This is an optimization exercise on Yosys and OpenROAD, whose aim is small area, not a production implementation.
In this exercise RTL edits were held to simulation tests only and were not proved equivalent to the original.
No activity file was given, so power comes from the tool's default toggle rates.

<file path="flow/config.mk">
export PLATFORM = sky130hd
export DESIGN_NAME = int_pipe
export DESIGN_NICKNAME = int_pipe
export VERILOG_FILES = /design/flow/design.v
export SDC_FILE = /design/flow/constraint.sdc
export NUM_CORES = 4
export LEC_CHECK = 0
export CAP_MARGIN = 20
export CELL_PAD_IN_SITES_DETAIL_PLACEMENT = 1
export CELL_PAD_IN_SITES_GLOBAL_PLACEMENT = 1
export CORE_MARGIN = 2
export CORE_UTILIZATION = 40
export PLACE_DENSITY = 0.45
export SETUP_SLACK_MARGIN = 0.1
export SLEW_MARGIN = 20
</file>
<file path="flow/constraint.sdc">
create_clock -name core_clock -period 8.0 [get_ports {clk}]
set_input_delay 1.6000 -clock core_clock [delete_from_list [all_inputs] [get_ports {clk}]]
set_output_delay 1.6000 -clock core_clock [all_outputs]
set_load 0.01 [all_outputs]
</file>
<file path="flow/design.v">
`default_nettype none
package core_pkg;
	localparam int REG_ADDR_W = 5;
	localparam logic [REG_ADDR_W-1:0] ZERO_REG = 5'd31;
	localparam int NUM_REGS = 31;
	localparam int IMM_W = 12;
	typedef enum logic [3:0] {
		op_nop  = 4'd0,
		op_add  = 4'd1,
		op_sub  = 4'd2,
		op_and  = 4'd3,
		op_orr  = 4'd4,
		op_eor  = 4'd5,
		op_addi = 4'd6,
		op_subi = 4'd7,
		op_andi = 4'd8
	} opcode_e;
	typedef struct packed {
		opcode_e               op;
		logic [REG_ADDR_W-1:0] rd;
		logic [REG_ADDR_W-1:0] rn;
		logic [REG_ADDR_W-1:0] rm;
		logic [IMM_W-1:0]      imm;
	} inst_t;
	typedef struct packed {
		logic                  wr;
		logic                  use_imm;
		logic                  sub;
		logic [1:0]            fn;
		logic [REG_ADDR_W-1:0] rd;
		logic [REG_ADDR_W-1:0] rn;
		logic [IMM_W-1:0]      b;
	} uop_t;
	localparam logic [1:0] FN_ADD = 2'd0;
	localparam logic [1:0] FN_AND = 2'd1;
	localparam logic [1:0] FN_ORR = 2'd2;
	localparam logic [1:0] FN_EOR = 2'd3;
endpackage
`default_nettype wire
`default_nettype none
module inst_decode (
	input  wire logic    issue,
	input  core_pkg::inst_t inst,
	output core_pkg::uop_t  uop
);
	logic valid_op;
	always_comb begin
		valid_op    = 1'b1;
		uop.use_imm = 1'b0;
		uop.sub     = 1'b0;
		uop.fn      = core_pkg::FN_ADD;
		case (inst.op)
			core_pkg::op_add:  ;
			core_pkg::op_sub:  uop.sub = 1'b1;
			core_pkg::op_and:  uop.fn  = core_pkg::FN_AND;
			core_pkg::op_orr:  uop.fn  = core_pkg::FN_ORR;
			core_pkg::op_eor:  uop.fn  = core_pkg::FN_EOR;
			core_pkg::op_addi: uop.use_imm = 1'b1;
			core_pkg::op_subi: begin
				uop.use_imm = 1'b1;
				uop.sub     = 1'b1;
			end
			core_pkg::op_andi: begin
				uop.use_imm = 1'b1;
				uop.fn      = core_pkg::FN_AND;
			end
			default: valid_op = 1'b0;
		endcase
		uop.wr = issue && valid_op && (inst.rd != core_pkg::ZERO_REG);
		uop.rd = inst.rd;
		uop.rn = inst.rn;
		uop.b  = uop.use_imm ? inst.imm : core_pkg::IMM_W'(inst.rm);
	end
endmodule
`default_nettype wire
`default_nettype none
module reg_file #(
	parameter int DATA_W = 64
) (
	input  wire logic                            clk,
	input  wire logic                            rst_n,
	input  wire logic [core_pkg::NUM_REGS-1:0]   ra_sel,
	input  wire logic [core_pkg::NUM_REGS-1:0]   rb_sel,
	output logic      [DATA_W-1:0]               ra_data,
	output logic      [DATA_W-1:0]               rb_data,
	input  wire logic                            we,
	input  wire logic [core_pkg::REG_ADDR_W-1:0] wa_addr,
	input  wire logic [DATA_W-1:0]               wd
);
	logic [core_pkg::NUM_REGS-1:0][DATA_W-1:0] regs;
	logic [DATA_W-1:0]                         wd_r;
	assign wd_r = wd & {DATA_W{rst_n}};
	for (genvar i = 0; i < core_pkg::NUM_REGS; i++) begin : g_reg
		logic en;
		assign en = !rst_n || (we && (wa_addr == core_pkg::REG_ADDR_W'(i)));
		always_ff @(posedge clk) begin
			if (en) begin
				regs[i] <= wd_r;
			end
		end
	end
	always_comb begin
		ra_data = '0;
		rb_data = '0;
		for (int i = 0; i < core_pkg::NUM_REGS; i++) begin
			ra_data = ra_data | ({DATA_W{ra_sel[i]}} & regs[i]);
			rb_data = rb_data | ({DATA_W{rb_sel[i]}} & regs[i]);
		end
	end
endmodule
`default_nettype wire
`default_nettype none
module alu #(
	parameter int DATA_W = 64
) (
	input  wire logic              sub,
	input  wire logic [1:0]        fn,
	input  wire logic [DATA_W-1:0] a,
	input  wire logic [DATA_W-1:0] b,
	output logic      [DATA_W-1:0] y
);
	localparam int LEVELS = (DATA_W > 32) ? 6 : (DATA_W > 16) ? 5 : (DATA_W > 8) ? 4 : (DATA_W > 4) ? 3 : 2;
	logic              keep_c;
	logic              keep_p;
	logic              keep_g;
	logic [DATA_W-1:0] bx;
	logic [DATA_W-1:0] p;
	logic [DATA_W-1:0] g;
	logic [DATA_W-1:0] c;
	logic [DATA_W-1:0] pg_g [2*LEVELS];
	logic [DATA_W-1:0] pg_p [2*LEVELS];
	assign keep_c = (fn == core_pkg::FN_ADD);
	assign keep_p = (fn != core_pkg::FN_AND);
	assign keep_g = (fn == core_pkg::FN_AND) || (fn == core_pkg::FN_ORR);
	assign bx = b ^ {DATA_W{sub}};
	assign p  = a ^ bx;
	assign g  = a & bx;
	always_comb begin
		pg_g[0]    = g & {DATA_W{keep_c}};
		pg_p[0]    = p;
		pg_g[0][0] = pg_g[0][0] | (p[0] & sub);
		for (int l = 0; l < LEVELS; l++) begin
			pg_g[l+1] = pg_g[l];
			pg_p[l+1] = pg_p[l];
			for (int i = 0; i < DATA_W; i++) begin
				if (((i + 1) % (2 << l)) == 0) begin
					pg_g[l+1][i] = pg_g[l][i] | (pg_p[l][i] & pg_g[l][i-(1<<l)]);
					pg_p[l+1][i] = pg_p[l][i] & pg_p[l][i-(1<<l)];
				end
			end
		end
		for (int l = LEVELS - 2; l >= 0; l--) begin
			pg_g[2*LEVELS-1-l] = pg_g[2*LEVELS-2-l];
			pg_p[2*LEVELS-1-l] = pg_p[2*LEVELS-2-l];
			for (int i = 0; i < DATA_W; i++) begin
				if ((((i + 1) % (2 << l)) == (1 << l)) && (i >= (2 << l))) begin
					pg_g[2*LEVELS-1-l][i] = pg_g[2*LEVELS-2-l][i] | (pg_p[2*LEVELS-2-l][i] & pg_g[2*LEVELS-2-l][i-(1<<l)]);
					pg_p[2*LEVELS-1-l][i] = pg_p[2*LEVELS-2-l][i] & pg_p[2*LEVELS-2-l][i-(1<<l)];
				end
			end
		end
		c = {pg_g[2*LEVELS-1][DATA_W-2:0], sub};
	end
	assign y = ((p & {DATA_W{keep_p}}) ^ c) | (g & {DATA_W{keep_g}});
endmodule
`default_nettype wire
`default_nettype none
module int_pipe #(
	parameter int DATA_W = 64
) (
	input  wire logic                            clk,
	input  wire logic                            rst_n,
	input  wire logic                            issue,
	input  wire logic [30:0]                     inst,
	output logic                                 wb_valid,
	output logic      [core_pkg::REG_ADDR_W-1:0] wb_reg,
	output logic      [DATA_W-1:0]               wb_data
);
	core_pkg::inst_t inst_s;
	core_pkg::uop_t  dec_uop;
	core_pkg::uop_t  id_uop;
	logic                            ex_wr;
	logic                            ex_sub;
	logic [1:0]                      ex_fn;
	logic [core_pkg::REG_ADDR_W-1:0] ex_rd;
	logic [core_pkg::NUM_REGS-1:0]   ex_sel_a;
	logic [core_pkg::NUM_REGS-1:0]   ex_sel_b;
	logic [core_pkg::IMM_W-1:0]      ex_imm;
	logic [DATA_W-1:0] rf_a;
	logic [DATA_W-1:0] rf_b;
	logic [DATA_W-1:0] op_b;
	logic [DATA_W-1:0] alu_y;
	logic                            wb_wr;
	logic [core_pkg::REG_ADDR_W-1:0] wb_rd;
	logic [DATA_W-1:0]               wb_y;
	assign inst_s = inst;
	inst_decode u_decode (
		.issue (issue),
		.inst  (inst_s),
		.uop   (dec_uop)
	);
	always_ff @(posedge clk) begin
		if (!rst_n) begin
			id_uop.wr <= 1'b0;
			ex_wr     <= 1'b0;
		end else begin
			id_uop.wr <= dec_uop.wr;
			ex_wr     <= id_uop.wr;
		end
		id_uop.use_imm <= dec_uop.use_imm;
		id_uop.sub     <= dec_uop.sub;
		id_uop.fn      <= dec_uop.fn;
		id_uop.rd      <= dec_uop.rd;
		id_uop.rn      <= dec_uop.rn;
		id_uop.b       <= dec_uop.b;
		ex_sub <= id_uop.sub;
		ex_fn  <= id_uop.fn;
		ex_rd  <= id_uop.rd;
		for (int i = 0; i < core_pkg::NUM_REGS; i++) begin
			ex_sel_a[i] <= (id_uop.rn == core_pkg::REG_ADDR_W'(i));
			ex_sel_b[i] <= !id_uop.use_imm && (id_uop.b[core_pkg::REG_ADDR_W-1:0] == core_pkg::REG_ADDR_W'(i));
		end
		ex_imm <= id_uop.use_imm ? id_uop.b : '0;
	end
	reg_file #(
		.DATA_W (DATA_W)
	) u_reg_file (
		.clk     (clk),
		.rst_n   (rst_n),
		.ra_sel  (ex_sel_a),
		.rb_sel  (ex_sel_b),
		.ra_data (rf_a),
		.rb_data (rf_b),
		.we      (ex_wr),
		.wa_addr (ex_rd),
		.wd      (alu_y)
	);
	assign op_b = rf_b | DATA_W'(ex_imm);
	alu #(
		.DATA_W (DATA_W)
	) u_alu (
		.sub (ex_sub),
		.fn  (ex_fn),
		.a   (rf_a),
		.b   (op_b),
		.y   (alu_y)
	);
	always_ff @(posedge clk) begin
		if (!rst_n) begin
			wb_wr <= 1'b0;
		end else begin
			wb_wr <= ex_wr;
		end
		wb_rd <= ex_rd;
		wb_y  <= alu_y;
	end
	assign wb_valid = wb_wr;
	assign wb_reg   = wb_rd;
	assign wb_data  = wb_y;
endmodule
`default_nettype wire
</file>
<file path="flow/flow/run.sh">
#!/bin/bash
# Layout flow: the standard flow, except that the synthesis maps the
# logic with ABC's area recovery (flow/abc_area_rec.script) instead of
# ORFS's delay-oriented script, and the clock tree uses larger clusters. Registers are mapped before ABC runs, so
# they are the standard synthesis's. Each tool's output goes to the ORFS
# logs under orfs/logs; make's own output goes to flow_make.log here.
set -euo pipefail
HERE=$(pwd)

# ORFS synth.tcl, with the ABC script replaced
sed '/source \$::env(SCRIPTS_DIR)\/synth_preamble.tcl/a set abc_args [lreplace $abc_args 1 1 '"$HERE"'/flow/abc_area_rec.script]' \
	"$FLOW_HOME/scripts/synth.tcl" > my_synth.tcl
grep -q "abc_area_rec.script" my_synth.tcl

# The standard flow's synthesis wrapper, sourcing the script above
sed "s#source \$::env(SCRIPTS_DIR)/synth.tcl#source $HERE/my_synth.tcl#" synth_recipe.tcl > my_synth_recipe.tcl
grep -q "my_synth.tcl" my_synth_recipe.tcl

# The standard layout, with the synthesis wrapper above
sed "s#SYNTH_SCRIPT=[^ ]*#SYNTH_SCRIPT=$HERE/my_synth_recipe.tcl#" standard.sh > my_standard.sh
grep -q "my_synth_recipe.tcl" my_standard.sh

export CTS_ARGS="-sink_clustering_enable -repair_clock_nets -sink_clustering_size 20 -sink_clustering_max_diameter 60 -dont_use_dummy_load"

bash my_standard.sh "$@" > flow_make.log 2>&1
</file>
<file path="flow/flow/abc_area_rec.script">
strash
&get -n
&st
&dch
&nf -R 1000
&put
topo
</file>
<file path="flow/standard.sh">
#!/bin/bash
# synth_recipe.tcl (not shown) runs the flow's synth.tcl, then flattens the netlist and writes it again
# the make line also repeats each setting of config.mk as NAME=value (left out here)
make -C /OpenROAD-flow-scripts/flow DESIGN_CONFIG=/design/flow/config.mk WORK_HOME=/design/flow/orfs CLKGATE_MAP_FILE= SYNTH_SCRIPT=/design/flow/synth_recipe.tcl "${@:-finish}"
</file>
==> run summary, run 1 <==
outcome no timing/DRC/antenna violations; # IOs 104; number of H-tree levels 4; Pleak 33.70 nW; met2 usage 56.47%; Final Util 46.03%; Peak VDD IR 0.0002936 V; clock-pin transition on the worst setup and hold timing paths 0.08 ns; die area 219400 um2; worst-margin pin slew 1.202 ns; DRT antenna net count 0; syn_nets 5483; post-route design area 98780 um2; Seq/Total Area, Yosys 73.22%; largest net degree at the start of global routing 65; Worst Hold Path EP ex_rd[1]$_DFF_P_; Syn. warnings 6; PD cells 354.3 nW/um2; Initial Utilization 40.20%; DRC viols 0; Clock Skew 0.06773 ns; row cnt 170; CP endpoint kind flip-flop; # hold bufs at CTS 0; Clk Latency, worst-skew pair 0.88 ns; r2r endpoint u_reg_file.regs[127]$_DFFE_PP_; max_slew headroom 19.53%; ys async rst share 0%; Synth Flop Type edfxtp_1; EDFF count, synth 1984; CTS tree yes; hold slack final 0.3042 ns; vias in the first global route 64620; RD Place Congestion 0.8503; gr usage total 37.02%; DIE HEIGHT 468.4 um; top cell type's share of synthesized area 69.05%; CTS root buffer clkbuf_16; met1 Track Usage GR 51.84%; Yosys cell types 38; initial antenna violation count 18; CTS Buf Count 178; Critical Path Fanout Max 31; core box area 214600 um2; #FFs+latches synth 2164; DPL Wire Length 242.0 mm; first-pass GRT wire length 555.8 mm; Syn Area/Cell 16.03 um2; DR pass1 iterations 13; # port buffers 103; Final Critical Period 7.613 ns; grt ovf 0; max-slew violations 0; RSZ-0062 raised after global routing no; Total Nets Final 6084; Fin. Hold Viols 0; met3 GRT Util 8.525%; FF-to-FF path depth 34; Final Cycle Share 95.16%; Hold Path Origin id_uop[18]$_DFF_P_; Critical R2R Launch ex_sel_b[1]$_DFF_P_; # fillers 20720; vias 65820; Syn Std Cell Area 86280 um2; class of the tightest hold or removal check flip-flop to flip-flop; WHS Path Cells 0; CP Data Required Time 8.59 ns; slowest CP cell a32o_1; register-to-register setup slack 0.39 ns; placed cell area 94270 um2; WS Path Type flip-flop to flip-flop; layout cells sized above 1 10.05%; Post-Synthesis Cells 5383; WL/cell 47.05 um; post-synth top area cell edfxtp_1; Most Used Layer, Global Route met2; Sinks on Clock Net 2164; final WL 415.4 mm; Worst path most repeated cell nand2_1; via/cell ratio 7.454; FMAX 0.1314 GHz; Die Wd 468.4 um; Startpoint Class flip-flop; Max Root-Sink Buffers 3; CP arrival 8.21 ns; number of max-cap violations 0; top post-synthesis cells by area edfxtp_1 (69%), a222oi_1 (8.7%), a22oi_1 (5.0%); DR iter-0 viols 14150; Syn-to-layout area delta 14.48%; crit-path max cell delay 0.52 ns; # setup viols final 0
[critical path: cells and delay by family (launching register included)]
| family | cells | cell delay [ns] |
|---|---|---|
| compound gates | 16 | 3.71 |
| xor+xnor | 2 | 0.36 |
| fa+ha+maj | 1 | 0.32 |
| buf+inv | 4 | 0.77 |
| flops | 1 | 0.50 |
| simple gates | 11 | 1.69 |
[cells by family after synthesis]
| logic type | synth area share [%] |
|---|---|
| adders and majority gates | 0.9571 |
| muxes | 0.06525 |
| xor gates and xnor gates | 1.309 |
| AOI/OAI and AO/OA | 16.86 |
| DFF | 73.22 |
| and+or+nand+nor | 7.564 |
| buffers and inverters | 0.02175 |
[metrics by stage]
stage          std cells  total power [mW]  setup TNS [ns]  worst slack (ns)
3_5_place_dp        8640             27.14               0           0.02495
6_report            8830             35.00               0            0.3872
3_3_place_gp        8640             26.96          -2.624          -0.08558
5_1_grt             8826             36.24               0            0.1427
4_1_cts             8820             34.88               0            0.5341
2_1_floorplan       5383             23.20               0            0.2260
[per-layer routing]
metal	up-vias	wire (um)
met5	-	20
met4	4	16520
met3	814	49020
met2	4885	184800
met1	34860	165100
li1	25260	-
[Yosys cell counts (all sizes together) (4+ instances only)]
library cell and number:
o22ai 6, nand3 236, nor2b 70, or3 30
a22oi 572, edfxtp 1984, a211oi 14, o21ai 58
nor3 61, and3 15, nand2b 20, a222oi 753
nor4 14, and4 17, a22o 72, and2 87
ha 66, a21oi 86, nand2 451, or2 4
mux2 5, nand4 219, xnor2 74, nor2 83
xor2 55, dfxtp 180, a21o 25, a221oi 97
clkinv 5, a2111oi 12
[what timing repair did]
action	4_1_cts	5_1_grt
gates resized for setup	0	0
endpoints found under the setup margin	31	0
endpoints found under the hold margin	0	0
setup buffers	2	0
[state kept, by name, summed over array words and instances (netlist names)]
register / flops
ex_sub: 1
wb_wr: 1
ex_fn: 2
wb_rd: 5
ex_sel_b: 31
ex_sel_a: 31
ex_wr: 1
ex_rd: 5
wb_y: 64
id_uop: 27
u_reg_file.regs: 1984
ex_imm: 12
[layout make-up]
type                            instances  area [um2]  area share [%]
Antenna cell                           10       25.02         0.02533
Clock buffer                          178        4454           4.509
Inverter                                5       18.77         0.01900
Multi-Input combinational cell       3214       23480           23.77
Sequential cell                      2164       63420           64.20
Tap cell                             2838        3551           3.595
Timing Repair Buffer                  421        3832           3.880
[worst max-delay path by stage]
stage / startpoint / end / slack [ns]
after floorplan: ex_sub$_DFF_P_ / u_reg_file.regs[1023]$_DFFE_PP_ / 0.23
after detailed placement: ex_sel_b[1]$_DFF_P_ / u_reg_file.regs[383]$_DFFE_PP_ / 0.02
after global routing: ex_sel_b[1]$_DFF_P_ / u_reg_file.regs[1279]$_DFFE_PP_ / 0.14
after CTS: ex_sel_b[1]$_DFF_P_ / u_reg_file.regs[319]$_DFFE_PP_ / 0.53
final: ex_sel_b[1]$_DFF_P_ / u_reg_file.regs[127]$_DFFE_PP_ / 0.39
after global placement: ex_sel_b[1]$_DFF_P_ / u_reg_file.regs[383]$_DFFE_PP_ / -0.09
[layout by cell type (no fill, tap or decap), types with 63 or more instances in the layout]
| cell type | n |
|---|---|
| a221oi_1 | 97 |
| a21oi_1 | 86 |
| dfxtp_4 | 63 |
| a22oi_1 | 572 |
| buf_4 | 285 |
| clkdlybuf4s50_1 | 102 |
| clkbuf_16 | 178 |
| dfxtp_1 | 117 |
| nand2_1 | 451 |
| nor2_1 | 83 |
| a222oi_1 | 753 |
| a22o_1 | 72 |
| and2_0 | 79 |
| nand3_1 | 236 |
| xnor2_1 | 74 |
| ha_1 | 64 |
| nand4_1 | 219 |
| nor2b_1 | 70 |
| edfxtp_1 | 1984 |
[report_power, final]
part / internal (mW) / switching, mW
clock: 3.90 / 3.94
sequential: 18.1 / 2.16
combinational: 2.07 / 4.78
total: 24.1 / 10.9
==> run 2, diff against run 1 <==
==> flow/run.sh (new file) <==
#!/bin/bash
# synth_recipe.tcl (not shown) runs the flow's synth.tcl, then flattens the netlist and writes it again
# the make line also repeats each setting of config.mk as NAME=value (left out here)
make -C /OpenROAD-flow-scripts/flow DESIGN_CONFIG=/design/flow/config.mk WORK_HOME=/design/flow/orfs CLKGATE_MAP_FILE= SYNTH_SCRIPT=/design/flow/synth_recipe.tcl finish
--- a/flow/config.mk
+++ b/flow/config.mk
@@ -12,4 +12,3 @@
 export CORE_UTILIZATION = 40
 export PLACE_DENSITY = 0.45
-export SETUP_SLACK_MARGIN = 0.1
 export SLEW_MARGIN = 20
removed: flow/flow/run.sh
removed: flow/flow/abc_area_rec.script
removed: flow/standard.sh
==> run 2 against run 1 <==
Against the previous run:
- die area increased by 3.9%
- hold slack improved by 0.016 ns
- clock skew decreased by 0.023 ns
- clock-buffer cell count increased by 130
- critical path depth decreased by 18
- largest cell class unchanged
- via count increased by 13%
- power increased by 14%
- maximum frequency increased by 9.8%
- sequential share of layout area decreased by 3.1 points
- final area increased by 5.0%
- combinational power increased by 4.1%
- register-to-register slack improved by 0.68 ns
==> run summary, run 2 <==
outcome no timing/DRC/antenna violations; Critical R2R Launch ex_sel_a[29]$_DFF_P_; PD cells 383.4 nW/um2 (+8.2%); Fin. Hold Viols 0 (unchanged); initial antenna violation count 32 (+14); CTS Buf Count 233 (+31%); CP arrival 7.62 ns (-0.59 ns); Startpoint Class flip-flop; Max Root-Sink Buffers 3 (unchanged); max layer used met5; CTS root buffer clkbuf_16; # hold bufs at CTS 0 (unchanged); Crit path max-delay family compound AO/OA/AOI/OAI gates; top-count cell post-synth edfxtp_1; Hold Path Origin id_uop[22]$_DFF_P_; TNS Setup 0 ns (unchanged); DRT antenna net count 0 (unchanged); WL/cell 55.25 um (+17%); met2 WL post-DR 216.1 mm (+17%); FMAX 0.1443 GHz (+9.8%); layout cells sized above 1 11.83% (+1.8 points); Total Nets Final 6214 (+2.1%); DR iter-0 viols 16860 (+19%); crit-path max cell delay 1.11 ns (+0.59 ns); setup slack at placement 1.399 ns (+1.374 ns); class of the tightest hold or removal check flip-flop to flip-flop; ys async rst share 0% (unchanged); Syn-to-layout area delta 15.75%; Peak VDD IR 0.0002038 V (-31%); CTS tree yes; hold slack final 0.3205 ns (+0.01630 ns); via/cell ratio 7.975 (+7.0%); Largest register FFs 1984 (unchanged); fin cells 9316 (+5.5%); Final WS setup 1.068 ns (+0.6811 ns); RSZ-0062 raised after global routing no; postcts setup bufs 0 (-2); RD Place Congestion 0.8976 (+5.6%); row cnt 173 (+1.8%); CP Data Required Time 8.69 ns (+0.10 ns); clock-pin transition on the worst setup and hold timing paths 0.06 ns (-0.02 ns); Worst path most repeated cell buf_4; slowest CP cell dfxtp_4; vias 74300 (+13%); CTS resizes 0 (unchanged); post-route design area 103800 um2 (+5.0%); Seq/Total Area, Yosys 70.48% (-2.7 points); syn_nets 6126 (+12%); DPL Wire Length 266.3 mm (+10%); top post-synthesis cells by area edfxtp_1 (66%), a22oi_1 (8.1%), a22o_1 (4.2%); Post-Route M1 WL 193.1 mm (+17%); number of max-cap violations 0 (unchanged); Syn. warnings 6 (unchanged); met3 WL 73.62 mm (+50%); CP endpoint kind flip-flop; dpl cells 8853 (+2.5%); worst path buffer plus inverter count 2 (-2); # IOs 104 (unchanged); Yosys cell types 59 (+55%); Clk Latency, worst-skew pair 0.91 ns (+0.03 ns); #FFs+latches synth 2164 (unchanged); Pleak 35.43 nW (+5.1%); top cell type's share of synthesized area 66.46% (-2.6 points); Syn Area/Cell 14.88 um2 (-7.2%); largest net degree at the start of global routing 65 (unchanged); vias in the first global route 70630 (+9.3%); Final Util 46.63% (+0.60 points); core box area 222500 um2 (+3.7%); WS Path Type flip-flop to flip-flop; most frequent cells in the layout edfxtp_1 (1984), a22oi_1 (967), a22o_1 (427), a221oi_1 (426), nand3_1 (306); gr usage total 43.73% (+6.7 points); # setup viols final 0 (unchanged); DRC viols 0 (unchanged); worst-margin pin slew 1.317 ns (+0.1148 ns); Final Critical Period 6.932 ns (-0.6811 ns); # fillers 21540 (+4.0%); Die Wd 477.4 um (+1.9%); placed cell area 95590 um2 (+1.4%); Post-Synthesis Cells 6026 (+12%); DIE HEIGHT 477.4 um (+1.9%); Final Cycle Share 86.65% (-8.5 points); CP Launch Point ex_sel_a[29]$_DFF_P_; Largest Register u_reg_file.regs; die area 227900 um2 (+3.9%); max_slew headroom 12.18% (-7.4 points); Top Registers u_reg_file.regs x1984, wb_y x64; final WL 514.7 mm (+24%); Sinks on Clock Net 2164 (unchanged); most common cell after layout, fill and taps aside edfxtp_1; # port buffers 103 (unchanged); Synth Flop Type edfxtp_1; max-slew violations 0 (unchanged); EDFF count, synth 1984 (unchanged); Critical Path Fanout Max 31 (unchanged); crit path cell chain buf_4 > a22oi_1 > nand4_1 > or4_1 > ha_1 > a21o_1 > a21oi_1 > nor3_1 > o21ai_2 > o31a_1 > a21oi_4 > a21oi_2 > o31ai_1 > xnor2_1 > a21boi_2 > buf_4; grt ovf 0 (unchanged); number of H-tree levels 4 (unchanged); post-synth top area cell edfxtp_1; Syn Std Cell Area 89640 um2 (+3.9%); Initial Utilization 40.28% (+0.081 points); DR pass1 iterations 8 (-5); Design Power 39.78 mW (+14%); most frequent cells after synthesis edfxtp_1 (1984), a22oi_1 (967), a22o_1 (427), a221oi_1 (426), clkbuf_1 (335); first-pass GRT wire length 669.7 mm (+20%); Clock Skew 0.04479 ns (-0.02293 ns)
[run 2: cell families (layout without fill, tap and decap cells)]
logic type / Yosys count / count (layout) / share of synthesized area [%]
muxes: 6 / 6 / 0.07397
other: 0 / 19 / 0
adders and majority gates: 66 / 66 / 0.9212
buffers and inverters: 497 / 793 / 2.083
AOI/OAI and AO/OA: 2130 / 2130 / 19.12
xor gates and xnor gates: 128 / 128 / 1.251
and+or+nand+nor: 1035 / 1035 / 6.070
DFF: 2164 / 2164 / 70.48
[run 2: worst paths after layout]
kind                                         end  slack [ns]  depth (start not counted)
setup / recovery  u_reg_file.regs[255]$_DFFE_PP_        1.07                         16
hold / removal                  ex_fn[0]$_DFF_P_        0.32                          0
setup reg to reg  u_reg_file.regs[255]$_DFFE_PP_        1.07                         16
hold reg to reg                 ex_fn[0]$_DFF_P_        0.32                          0
[run 2: layer usage]
| layer | GRT usage [%] | vias to the layer above |
|---|---|---|
| met1 | 59.74 | 38640 |
| met5 | 0.1681 | - |
| met4 | 22.00 | 12 |
| met3 | 12.94 | 1842 |
| li1 | - | 25870 |
| met2 | 63.16 | 7943 |
[run 2: power by group]
group          switching, mW  total, mW  internal (mW)  leakage (nW)
combinational           5.23       7.14           1.90          9.68
clock                   4.84       11.5           6.70          3.94
sequential              2.85       21.1           18.2          21.8
[run 2: worst register-to-register path, stage by stage, from the launching register on]
cell and delay [ns]:
dfxtp_4 1.11, buf_4 0.96, a22oi_1 0.24, nand4_1 0.14, or4_1 0.14, ha_1 0.20, a21o_1 0.18, a21oi_1 0.09
nor3_1 0.90, o21ai_2 0.20, o31a_1 0.49, a21oi_4 0.35, a21oi_2 0.20, o31ai_1 0.69, xnor2_1 0.22, a21boi_2 0.26
buf_4 0.34
[run 2: layout make-up]
type	instances	area (um2)	area share (%)
antenna	19	47.55	0.04582
clock buffer	308	6588	6.349
clock inverter	135	1464	1.411
inverter	13	48.80	0.04703
multi-input combinational	3365	25140	24.23
sequential	2164	63420	61.12
tap	2975	3722	3.588
timing repair buffer	337	3334	3.214

==> afterwards: timing with drivers on the ports <==
How much do the figures lean on ideal ports? The routed layouts below were timed once more, with nothing changed but the port constraints. Step 1 (the two cells are an assumption about what drives the block):
set clk [get_ports {clk}]
set_driving_cell -lib_cell sky130_fd_sc_hd__clkbuf_16 $clk
set_driving_cell -lib_cell sky130_fd_sc_hd__buf_2 [delete_from_list [all_inputs] $clk]
Step 2, shift: input delay + t, output delay - t, t = (earliest + latest rising clock arrival at the registers) / 2. This alone moves slack from input paths to output paths. Slacks: no drivers / after step 1 / after step 2; pairs: no drivers / after step 1.
run	shift t [ns]	setup slack, ns	hold slack, ns	worst setup path at the end	worst register clock-pin slew, ns
run 1	0.933	0.387 / 0.387 / 0.387	0.304 / 0.304 / 0.304	register to register	0.09 / 0.09
run 2	0.984	1.068 / 1.068 / 1.068	0.321 / 0.321 / 0.321	register to register	0.07 / 0.07
After both steps every run listed still meets setup and hold.
